Source: an optimization exercise on an open RTL-to-GDS flow (aim: small area, a short achievable clock period and few clock cycles per item). Production flows keep margins and buffers that such runs may drop. Where RTL was checked, it was by simulation tests only, not by an equivalence proof against the original.

==> flow/design.v <==
package fspt_pkg;
	localparam int unsigned TICK_W  = 32;
	localparam int unsigned FRAME_W = 16;
	localparam int unsigned LOSS_W  = 8;
	localparam int unsigned LIMIT_W = TICK_W + LOSS_W;
	localparam logic [LOSS_W-1:0] LOSS_FRAMES_RESET = LOSS_W'(3);
	localparam logic REQ_CAPTURE = 1'b0;
	localparam logic REQ_POLL    = 1'b1;
	typedef struct packed {
		logic              req_type;
		logic [TICK_W-1:0] tick_value;
	} fspt_in_t;
	typedef struct packed {
		logic [FRAME_W-1:0] frame_count;
		logic [TICK_W-1:0]  last_capture;
		logic [TICK_W-1:0]  period_estimate;
		logic               in_sync;
		logic               sync_dropped;
	} fspt_out_t;
endpackage
module frame_sync_period_tracker (
	input  logic                                  clk,
	input  logic                                  arst_n,
	input  logic                                  cfg_we,
	input  logic [fspt_pkg::LOSS_W-1:0]           cfg_wdata,
	input  logic                                  in_valid,
	output logic                                  in_ready,
	input  fspt_pkg::fspt_in_t                    in_item,
	output logic                                  out_valid,
	input  logic                                  out_ready,
	output fspt_pkg::fspt_out_t                   out_item
);
	localparam int unsigned TW = fspt_pkg::TICK_W;
	logic                            h_valid;
	logic                            h_poll;
	logic [TW-1:0]                   h_tick;
	logic                            k_valid;
	logic                            k_poll;
	logic [TW-1:0]                   k_tick;
	logic                            out_valid_q;
	logic                            dropped_q;
	logic [fspt_pkg::LOSS_W-1:0]     loss_q;
	logic [fspt_pkg::FRAME_W-1:0]    frame_q;
	logic [TW-1:0]                   prev_q;
	logic [TW-1:0]                   period_q;
	logic                            locked_q;
	logic                            base_q;
	logic [TW:0]                     acc_q;      
	logic [2:0]                      idx_q;      
	logic                            exact_q;
	logic                            accept;
	logic                            slot_free;
	logic                            wait_poll;
	logic                            advance;
	logic                            is_cap;
	logic                            is_poll;
	assign in_ready  = !k_valid;
	assign accept    = in_valid && !k_valid;
	assign slot_free = !out_valid_q || out_ready;
	assign is_cap    = h_valid && !h_poll && slot_free;
	assign is_poll   = h_valid && h_poll && slot_free && !wait_poll;
	assign advance   = is_cap || is_poll;
	assign out_valid = out_valid_q;
	assign out_item.frame_count     = frame_q;
	assign out_item.last_capture    = prev_q;
	assign out_item.period_estimate = period_q;
	assign out_item.in_sync         = locked_q;
	assign out_item.sync_dropped    = dropped_q;
	always_ff @(posedge clk or negedge arst_n) begin
		if (!arst_n) begin
			h_valid <= 1'b0;
			k_valid <= 1'b0;
		end else begin
			if (advance || !h_valid)
				h_valid <= k_valid || accept;
			if (advance)
				k_valid <= 1'b0;
			else if (h_valid && accept)
				k_valid <= 1'b1;
		end
	end
	always_ff @(posedge clk) begin
		if (advance || !h_valid) begin
			if (k_valid) begin
				h_poll <= k_poll;
				h_tick <= k_tick;
			end else begin
				h_poll <= in_item.req_type;
				h_tick <= in_item.tick_value;
			end
		end
		if (!k_valid) begin
			k_poll <= in_item.req_type;
			k_tick <= in_item.tick_value;
		end
	end
	logic [TW-1:0]                   interval;
	logic                            no_wrap;    
	fspt_add #(.W(TW)) u_interval (.a(h_tick), .b(~prev_q), .cin(1'b1), .sum(interval), .cout(no_wrap));
	logic                            borrow;
	logic [TW-1:0]                   e_a, e_b, e_c, e_d;
	logic [TW-1:0]                   e_s1, e_c1, e_s2, e_c2;
	logic [TW-1:0]                   ema;
	assign borrow = h_tick[1:0] < prev_q[1:0];
	assign e_a  = period_q;
	assign e_b  = ~(period_q >> 2);
	assign e_c  = ~(prev_q >> 2);
	assign e_d  = h_tick >> 2;
	assign e_s1 = e_a ^ e_b ^ e_c;
	assign e_c1 = {((e_a & e_b) | (e_a & e_c) | (e_b & e_c)), 1'b0};
	assign e_s2 = e_s1 ^ e_c1 ^ e_d;
	assign e_c2 = {((e_s1 & e_c1) | (e_s1 & e_d) | (e_c1 & e_d)), !borrow};
	logic [TW-1:0]                   ema_s;
	logic                            ema_co;
	fspt_add #(.W(TW)) u_ema (.a(e_s2), .b(e_c2), .cin(1'b1), .sum(ema_s), .cout(ema_co));
	assign ema = {ema_s[TW-1] ^ (ema_s[TW-2] & !no_wrap), ema_s[TW-2] ^ !no_wrap, ema_s[TW-3:0]};
	logic [TW-1:0]                   th;
	logic [TW+1:0]                   w_s, w_c, w;
	logic                            ge;
	logic                            loss_zero;
	logic                            can_drop;
	logic                            drop_now;
	assign th     = acc_q[TW-1:0];
	assign w_s    = {2'b00, h_tick ^ ~prev_q ^ ~th};
	assign w_c    = {1'b0, ((h_tick & ~prev_q) | (h_tick & ~th) | (~prev_q & ~th)), 1'b0};
	logic [TW-2:0]                   w_lo;
	logic                            w_co;
	fspt_add #(.W(TW-1)) u_w (.a(w_s[TW-1:1]), .b(w_c[TW-1:1]), .cin(1'b1), .sum(w_lo), .cout(w_co));
	assign w      = {w_c[TW] & w_co, w_c[TW] ^ w_co, w_lo, w_s[0]};
	assign ge     = !acc_q[TW] && (no_wrap ? w[TW+1] : (w[TW+1] || w[TW]));
	assign loss_zero = loss_q == '0;
	assign can_drop  = locked_q && (period_q != '0);
	assign drop_now  = can_drop && (loss_zero || (ge && exact_q));
	assign wait_poll = h_poll && can_drop && !loss_zero && ge && !exact_q;
	logic [TW-1:0]                   period_d;
	assign period_d = (is_cap && base_q) ? (locked_q ? ema : interval) : period_q;
	logic [2:0]                      top;
	logic [2:0]                      top_new;
	logic [2:0]                      top_rs;
	logic                            restart;
	logic [TW-1:0]                   pm;
	logic [TW+1:0]                   u_s;
	logic                            ovf;
	always_comb begin
		top = 3'd0;
		for (int i = 1; i < 8; i++)
			if (loss_q[i]) top = 3'(i);
		top_new = 3'd0;
		for (int i = 1; i < 8; i++)
			if (cfg_wdata[i]) top_new = 3'(i);
	end
	assign restart = (is_cap && base_q) || cfg_we;
	assign top_rs  = cfg_we ? top_new : top;
	assign pm      = period_q & {TW{loss_q[idx_q]}};
	logic [TW:0]                     u_lo;
	logic                            u_co;
	fspt_add #(.W(TW+1)) u_horner (.a({acc_q[TW-1:0], 1'b0}), .b({1'b0, pm}), .cin(1'b0), .sum(u_lo), .cout(u_co));
	assign u_s     = {u_co, u_lo};
	assign ovf     = acc_q[TW] || u_s[TW+1] || u_s[TW];
	always_ff @(posedge clk or negedge arst_n) begin
		if (!arst_n) begin
			idx_q   <= 3'd0;
			exact_q <= 1'b0;
		end else if (restart) begin
			idx_q   <= top_rs - 3'd1;
			exact_q <= top_rs == 3'd0;
		end else if (!exact_q) begin
			idx_q   <= idx_q - 3'd1;
			exact_q <= idx_q == 3'd0;
		end
	end
	always_ff @(posedge clk) begin
		if (restart) begin
			acc_q <= {1'b0, period_d};
		end else if (!exact_q) begin
			acc_q <= {ovf, u_s[TW-1:0]};
		end
	end
	always_ff @(posedge clk or negedge arst_n) begin
		if (!arst_n) begin
			out_valid_q <= 1'b0;
		end else if (advance) begin
			out_valid_q <= 1'b1;
		end else if (out_ready) begin
			out_valid_q <= 1'b0;
		end
	end
	always_ff @(posedge clk) begin
		if (advance) begin
			dropped_q <= h_poll && drop_now;
		end
	end
	always_ff @(posedge clk or negedge arst_n) begin
		if (!arst_n) begin
			loss_q   <= fspt_pkg::LOSS_FRAMES_RESET;
			frame_q  <= '0;
			prev_q   <= '0;
			period_q <= '0;
			locked_q <= 1'b0;
			base_q   <= 1'b0;
		end else begin
			if (cfg_we) begin
				loss_q <= cfg_wdata;
			end
			period_q <= period_d;
			if (is_cap) begin
				frame_q  <= frame_q + fspt_pkg::FRAME_W'(1);
				prev_q   <= h_tick;
				locked_q <= locked_q || base_q;
				base_q   <= 1'b1;
			end else if (is_poll && drop_now) begin
				locked_q <= 1'b0;
				base_q   <= 1'b0;
			end
		end
	end
endmodule
module fspt_add #(
	parameter int unsigned W = 32
) (
	input  logic [W-1:0] a,
	input  logic [W-1:0] b,
	input  logic         cin,
	output logic [W-1:0] sum,
	output logic         cout
);
	logic [W-1:0] p0, g0, g, p;
	assign p0 = a ^ b;
	assign g0 = a & b;
	always_comb begin
		g = g0;
		p = p0;
		g[0] = g0[0] | (p0[0] & cin);
		for (int l = 0; (1 << l) < W; l++) begin
			for (int j = 0; j < W; j++) begin
				if (((j >> l) & 1) != 0) begin
					g[j] = g[j] | (p[j] & g[((j >> l) << l) - 1]);
					p[j] = p[j] & p[((j >> l) << l) - 1];
				end
			end
		end
	end
	assign sum  = p0 ^ {g[W-2:0], cin};
	assign cout = g[W-1];
endmodule
Settings: LEC_CHECK=0, CAP_MARGIN=20, CORE_MARGIN=2, CORE_UTILIZATION=40, SETUP_SLACK_MARGIN=3.5, SLEW_MARGIN=20; clock period 8.0 ns.
run.sh (not shown) runs the stock make flow with config.mk's settings and CLKGATE_MAP_FILE= SYNTH_SCRIPT=/design/flow/synth_recipe.tcl, a recipe that flattens the netlist after the stock synthesis.
Then changed:
--- a/flow/design.v
+++ b/flow/design.v
@@ -102,21 +102,19 @@
 	logic [TW-1:0]                   e_s1, e_c1, e_s2, e_c2;
 	logic [TW-1:0]                   ema;
 	assign borrow = h_tick[1:0] < prev_q[1:0];
 	assign e_a  = period_q;
 	assign e_b  = ~(period_q >> 2);
 	assign e_c  = ~(prev_q >> 2);
-	assign e_d  = h_tick >> 2;
+	assign e_d  = {1'b0, !no_wrap, h_tick[TW-1:2]};   
 	assign e_s1 = e_a ^ e_b ^ e_c;
 	assign e_c1 = {((e_a & e_b) | (e_a & e_c) | (e_b & e_c)), 1'b0};
 	assign e_s2 = e_s1 ^ e_c1 ^ e_d;
 	assign e_c2 = {((e_s1 & e_c1) | (e_s1 & e_d) | (e_c1 & e_d)), !borrow};
-	logic [TW-1:0]                   ema_s;
 	logic                            ema_co;
-	fspt_add #(.W(TW)) u_ema (.a(e_s2), .b(e_c2), .cin(1'b1), .sum(ema_s), .cout(ema_co));
-	assign ema = {ema_s[TW-1] ^ (ema_s[TW-2] & !no_wrap), ema_s[TW-2] ^ !no_wrap, ema_s[TW-3:0]};
+	fspt_add #(.W(TW)) u_ema (.a(e_s2), .b(e_c2), .cin(1'b1), .sum(ema), .cout(ema_co));
 	logic [TW-1:0]                   th;
 	logic [TW+1:0]                   w_s, w_c, w;
 	logic                            ge;
 	logic                            loss_zero;
 	logic                            can_drop;
 	logic                            drop_now;
Effect: Count of clock-buffer cells in the layout goes up by 1. Via count decreases by 3.1%. First-iteration DRC count came out lower by 16%. Sequential share of layout area grows by 0.83 points. Die area fell by 2.8%. Routed wire length shrinks by 3.3%. Synthesized area came out lower by 2.9%. Hold slack improved by 0.011 ns. Global-route usage stays flat. Non-clock buffer count went down by 15.
Testbench counts after the change, summed over its fixed seeds: cycles 24,139, items 24,000.
For the first run of this note, only the layout was checked, not whether the RTL still works.

==> afterwards: timing with drivers on the ports <==
In the flow no input, the clock included, has a driving cell. The finished layouts below were timed again as built, in two steps.
Step 1 assumes that a clkbuf_16 drives the clock port and a buf_2 every other input.
Step 2 moves the port delays by t, midway between the first and last clock arrival at a register: inputs arrive t later, outputs are due t later. That takes back most of the time a late clock gives input paths.
Slacks: ideal / step 1 / step 2; pairs: ideal / step 1.
| run | t (ns) | slack for setup (ns) | hold slack, ns | slew at the worst register clock pin (ns) |
|---|---|---|---|---|
| the first run | 0.506 | 3.147 / 3.147 / 3.147 | 0.465 / 0.465 / 0.465 | 0.09 / 0.09 |
| the second run | 0.518 | 3.453 / 3.453 / 3.191 | 0.476 / 0.476 / 0.476 | 0.09 / 0.09 |
After both steps every run listed still meets setup and hold. The setup slack of the second run, which loses most, moves by 0.000 ns with the drivers and by -0.262 ns with both steps.
